Context: an optimization exercise on an open-source flow, tuned for small area and a short achievable clock period. The choices shown serve that exercise and are no tape-out recipe.
RTL that was checked went through simulation tests only; none was proved equivalent to the original.
No activity file was given, so power comes from the tool's default toggle rates.

## the reference run
==> flow/design.v <==
package spi_ram_pkg;
    localparam logic [1:0] WR_ADDR = 2'b00;
    localparam logic [1:0] WR_DATA = 2'b01;
    localparam logic [1:0] RD_ADDR = 2'b10;
    localparam logic [1:0] RD_DATA = 2'b11;
    typedef enum logic [1:0] {
        StIdle    = 2'b00,
        StWrReady = 2'b01,
        StRdReady = 2'b10
    } state_e;
endpackage
module spi_ram_mem #(
    parameter int unsigned MEM_DEPTH = 256,
    parameter int unsigned ADDR_SIZE = 8
) (
    input  logic                 clk,
    input  logic                 rst_n,
    input  logic [15:0]          whi_n_i,
    input  logic [15:0]          wlo_n_i,
    input  logic [15:0]          whi_i,
    input  logic [15:0]          wlo_i,
    input  logic [7:0]           wdata_i,
    input  logic                 re_i,
    input  logic [7:0]           rsel0_i,
    input  logic [7:0]           rsel1_i,
    input  logic [1:0]           rhi_i,
    output logic [7:0]           rdata_o
);
    logic [8*MEM_DEPTH-1:0] mem_q;
    logic [31:0]            cand_q;
    logic [7:0]             rdata_q;
    logic [MEM_DEPTH-1:0] wsel, wkeep;
    always_comb begin
        for (int r = 0; r < MEM_DEPTH; r++) begin
            wsel[r]  = !whi_n_i[r / 16] && !wlo_n_i[r % 16];
            wkeep[r] = !(whi_i[r / 16] && wlo_i[r % 16]);
        end
    end
    always_ff @(posedge clk) begin
        for (int r = 0; r < MEM_DEPTH; r++)
            mem_q[8*r +: 8] <= ({8{wsel[r]}} & wdata_i) | ({8{wkeep[r]}} & mem_q[8*r +: 8]);
    end
    logic [7:0]  l1 [32];
    logic [31:0] cand;
    always_comb begin
        for (int g = 0; g < 32; g++) begin
            l1[g] = '0;
            for (int i = 0; i < 8; i++) l1[g] = l1[g] | ({8{rsel0_i[i]}} & mem_q[8*(8*g+i) +: 8]);
        end
        for (int c = 0; c < 4; c++) begin
            cand[8*c +: 8] = '0;
            for (int i = 0; i < 8; i++) cand[8*c +: 8] = cand[8*c +: 8] | ({8{rsel1_i[i]}} & l1[8*c+i]);
        end
    end
    always_ff @(posedge clk) cand_q <= cand;
    always_ff @(posedge clk) begin
        if (!rst_n)    rdata_q <= 8'h00;
        else if (re_i) rdata_q <= cand_q[8*rhi_i +: 8];
    end
    assign rdata_o = rdata_q;
endmodule
module spi_ram_ctrl #(
    parameter int unsigned MEM_DEPTH = 256,
    parameter int unsigned ADDR_SIZE = 8
) (
    input  logic       clk,
    input  logic       rst_n,
    input  logic [9:0] din,
    input  logic       rx_valid,
    output logic [7:0] dout,
    output logic       tx_valid
    ,
    output logic       err
);
    logic                 rx_q;
    logic                 wr_rdy_q;
    logic                 rd_rdy_q;
    logic [ADDR_SIZE-1:0] wr_addr_q;
    logic [7:0]           rd_s0_q;
    logic [7:0]           rd_s1_q;
    logic [1:0]           rd_hi_q;
    logic                 wpend_q;
    logic [15:0]          whi_n_q;    
    logic [15:0]          wlo_n_q;    
    logic [15:0]          whi_q;      
    logic [15:0]          wlo_q;
    logic [7:0]           wdata_q;
    logic                 tx_valid_q;
    logic                 err_q;
    logic                 cmd_edge;
    logic [1:0]           opcode;
    logic                 wr_exec;
    logic                 rd_exec;
    logic                 cmd_illegal;
    always_comb begin
        cmd_edge = rst_n && rx_valid && !rx_q;
        opcode   = din[9:8];
        wr_exec     = cmd_edge && (opcode == spi_ram_pkg::WR_DATA) && wr_rdy_q;
        rd_exec     = cmd_edge && (opcode == spi_ram_pkg::RD_DATA) && rd_rdy_q;
        cmd_illegal = cmd_edge && (((opcode == spi_ram_pkg::WR_DATA) && !wr_rdy_q) ||
                                   ((opcode == spi_ram_pkg::RD_DATA) && !rd_rdy_q));
    end
    always_ff @(posedge clk) begin
        wdata_q <= din[7:0];
        wpend_q <= wr_exec;
        for (int i = 0; i < 16; i++) begin
            whi_n_q[i] <= !(wr_exec && (wr_addr_q[7:4] == 4'(i)));
            wlo_n_q[i] <= (wr_addr_q[3:0] != 4'(i));
            whi_q[i]   <= wr_exec && (wr_addr_q[7:4] == 4'(i));
            wlo_q[i]   <= (wr_addr_q[3:0] == 4'(i));
        end
    end
    always_ff @(posedge clk) begin
        if (!rst_n) begin
            rx_q       <= 1'b0;
            wr_rdy_q   <= 1'b0;
            rd_rdy_q   <= 1'b0;
            wr_addr_q  <= '0;
            rd_s0_q    <= 8'h01;
            rd_s1_q    <= 8'h01;
            rd_hi_q    <= 2'b00;
            tx_valid_q <= 1'b0;
            err_q      <= 1'b0;
        end else begin
            rx_q       <= rx_valid;
            tx_valid_q <= rd_exec;
            if (wpend_q) wr_addr_q <= wr_addr_q + 1'b1;
            if (cmd_edge) begin
                case (opcode)
                    spi_ram_pkg::WR_ADDR: begin
                        wr_addr_q <= din[ADDR_SIZE-1:0];
                        wr_rdy_q  <= 1'b1;
                        rd_rdy_q  <= 1'b0;
                    end
                    spi_ram_pkg::RD_ADDR: begin
                        rd_s0_q   <= 8'h01 << din[2:0];
                        rd_s1_q   <= 8'h01 << din[5:3];
                        rd_hi_q   <= din[7:6];
                        wr_rdy_q  <= 1'b0;
                        rd_rdy_q  <= 1'b1;
                    end
                    spi_ram_pkg::RD_DATA: begin
                        if (rd_exec) rd_rdy_q <= 1'b0;
                    end
                    default: ;
                endcase
            end
            if (cmd_illegal) err_q <= 1'b1;
        end
    end
    spi_ram_mem #(
        .MEM_DEPTH (MEM_DEPTH),
        .ADDR_SIZE (ADDR_SIZE)
    ) u_mem (
        .clk     (clk),
        .rst_n   (rst_n),
        .whi_n_i (whi_n_q),
        .wlo_n_i (wlo_n_q),
        .whi_i   (whi_q),
        .wlo_i   (wlo_q),
        .wdata_i (wdata_q),
        .re_i    (rd_exec),
        .rsel0_i (rd_s0_q),
        .rsel1_i (rd_s1_q),
        .rhi_i   (rd_hi_q),
        .rdata_o (dout)
    );
    assign tx_valid = tx_valid_q;
    assign err = err_q;
endmodule
Settings: LEC_CHECK=0, CAP_MARGIN=20, CORE_MARGIN=2, CORE_UTILIZATION=60, CTS_BUF_LIST=sky130_fd_sc_hd__clkbuf_16, CTS_CLUSTER_DIAMETER=60, CTS_CLUSTER_SIZE=20, PLACE_DENSITY=0.68, SETUP_SLACK_MARGIN=2.0, SLEW_MARGIN=20; clock period 4.5 ns.
standard.sh (not shown) runs the stock make flow with config.mk's settings and CLKGATE_MAP_FILE= SYNTH_SCRIPT=/design/flow/synth_recipe.tcl, a recipe that flattens the netlist after the stock synthesis.
==> flow/flow/run.sh <==
#!/bin/bash
set -euo pipefail
export MAKEFLAGS='BUFFER_PORTS_ARGS=-buffer_cell\ sky130_fd_sc_hd__buf_4'
bash standard.sh finish > flow_make.log 2>&1
What the trial run does differently from the reference run at the input level:
--- a/flow/design.v
+++ b/flow/design.v
@@ -15,10 +15,8 @@
 ) (
     input  logic                 clk,
     input  logic                 rst_n,
-    input  logic [15:0]          whi_n_i,
-    input  logic [15:0]          wlo_n_i,
-    input  logic [15:0]          whi_i,
-    input  logic [15:0]          wlo_i,
+    input  logic                 we_i,
+    input  logic [ADDR_SIZE-1:0] waddr_i,
     input  logic [7:0]           wdata_i,
     input  logic                 re_i,
     input  logic [7:0]           rsel0_i,
@@ -29,16 +27,18 @@
     logic [8*MEM_DEPTH-1:0] mem_q;
     logic [31:0]            cand_q;
     logic [7:0]             rdata_q;
-    logic [MEM_DEPTH-1:0] wsel, wkeep;
+    logic [15:0]          whi, wlo;
+    logic [MEM_DEPTH-1:0] wsel;
     always_comb begin
-        for (int r = 0; r < MEM_DEPTH; r++) begin
-            wsel[r]  = !whi_n_i[r / 16] && !wlo_n_i[r % 16];
-            wkeep[r] = !(whi_i[r / 16] && wlo_i[r % 16]);
+        for (int i = 0; i < 16; i++) begin
+            whi[i] = we_i && (waddr_i[7:4] == 4'(i));
+            wlo[i] = (waddr_i[3:0] == 4'(i));
         end
+        for (int r = 0; r < MEM_DEPTH; r++) wsel[r] = whi[r / 16] && wlo[r % 16];
     end
     always_ff @(posedge clk) begin
         for (int r = 0; r < MEM_DEPTH; r++)
-            mem_q[8*r +: 8] <= ({8{wsel[r]}} & wdata_i) | ({8{wkeep[r]}} & mem_q[8*r +: 8]);
+            if (wsel[r]) mem_q[8*r +: 8] <= wdata_i;
     end
     logic [7:0]  l1 [32];
     logic [31:0] cand;
@@ -80,10 +80,6 @@
     logic [7:0]           rd_s1_q;
     logic [1:0]           rd_hi_q;
     logic                 wpend_q;
-    logic [15:0]          whi_n_q;    
-    logic [15:0]          wlo_n_q;    
-    logic [15:0]          whi_q;      
-    logic [15:0]          wlo_q;
     logic [7:0]           wdata_q;
     logic                 tx_valid_q;
     logic                 err_q;
@@ -103,12 +99,6 @@
     always_ff @(posedge clk) begin
         wdata_q <= din[7:0];
         wpend_q <= wr_exec;
-        for (int i = 0; i < 16; i++) begin
-            whi_n_q[i] <= !(wr_exec && (wr_addr_q[7:4] == 4'(i)));
-            wlo_n_q[i] <= (wr_addr_q[3:0] != 4'(i));
-            whi_q[i]   <= wr_exec && (wr_addr_q[7:4] == 4'(i));
-            wlo_q[i]   <= (wr_addr_q[3:0] == 4'(i));
-        end
     end
     always_ff @(posedge clk) begin
         if (!rst_n) begin
@@ -154,10 +144,8 @@
     ) u_mem (
         .clk     (clk),
         .rst_n   (rst_n),
-        .whi_n_i (whi_n_q),
-        .wlo_n_i (wlo_n_q),
-        .whi_i   (whi_q),
-        .wlo_i   (wlo_q),
+        .we_i    (wpend_q),
+        .waddr_i (wr_addr_q),
         .wdata_i (wdata_q),
         .re_i    (rd_exec),
         .rsel0_i (rd_s0_q),
Notes after the runs:
- The trial run completed; timing, DRC and antenna clean
- Compared the trial run vs the reference run, and multi-input gate share of the layout cell area is down in the trial run.
- The trial run against the reference run: combinational power now sits lower, number of sequential storage elements now sits lower, tightest slew margin relative to the limit now sits higher.
- Number of hold buffers added after cts came out exactly the same in the trial run and the reference run.
- Fraction of the mapped netlist area in compound gates: the trial run lower than the reference run
- Diff the trial run and the reference run: total power higher in the trial run
The RTL of the reference run was laid out without a check of its function.

-- afterwards: timing with drivers on the ports --
The flow's constraints put no driver on any port. The routed layouts listed below were extracted and timed again, unchanged, in two steps. Step 1 assumes that a clkbuf_16 drives the clock port and a buf_2 every other input. Step 2 adds t to the input delays and takes it off the output delays; t is the mean of the earliest and latest rising clock arrival at the registers after step 1. Input paths then give back, and output paths get back, about the clock's delay inside the block. Slacks: ideal ports / drivers / drivers and shift; pairs: ideal ports / drivers.
run	t (ns)	slack for setup (ns)	worst register clock-pin slew, ns	worst data-port slew with drivers (ns)	cell pins on the clock port's net
the reference run	0.882	1.968 / 1.968 / 1.743	0.09 / 0.09	0.17	1
the trial run	0.856	1.729 / 1.729 / 1.729	0.09 / 0.09	0.12	1
After both steps setup and hold are still met in every run listed. The setup slack of the reference run, which loses most, moves by 0.000 ns with the drivers and by -0.225 ns with both steps.
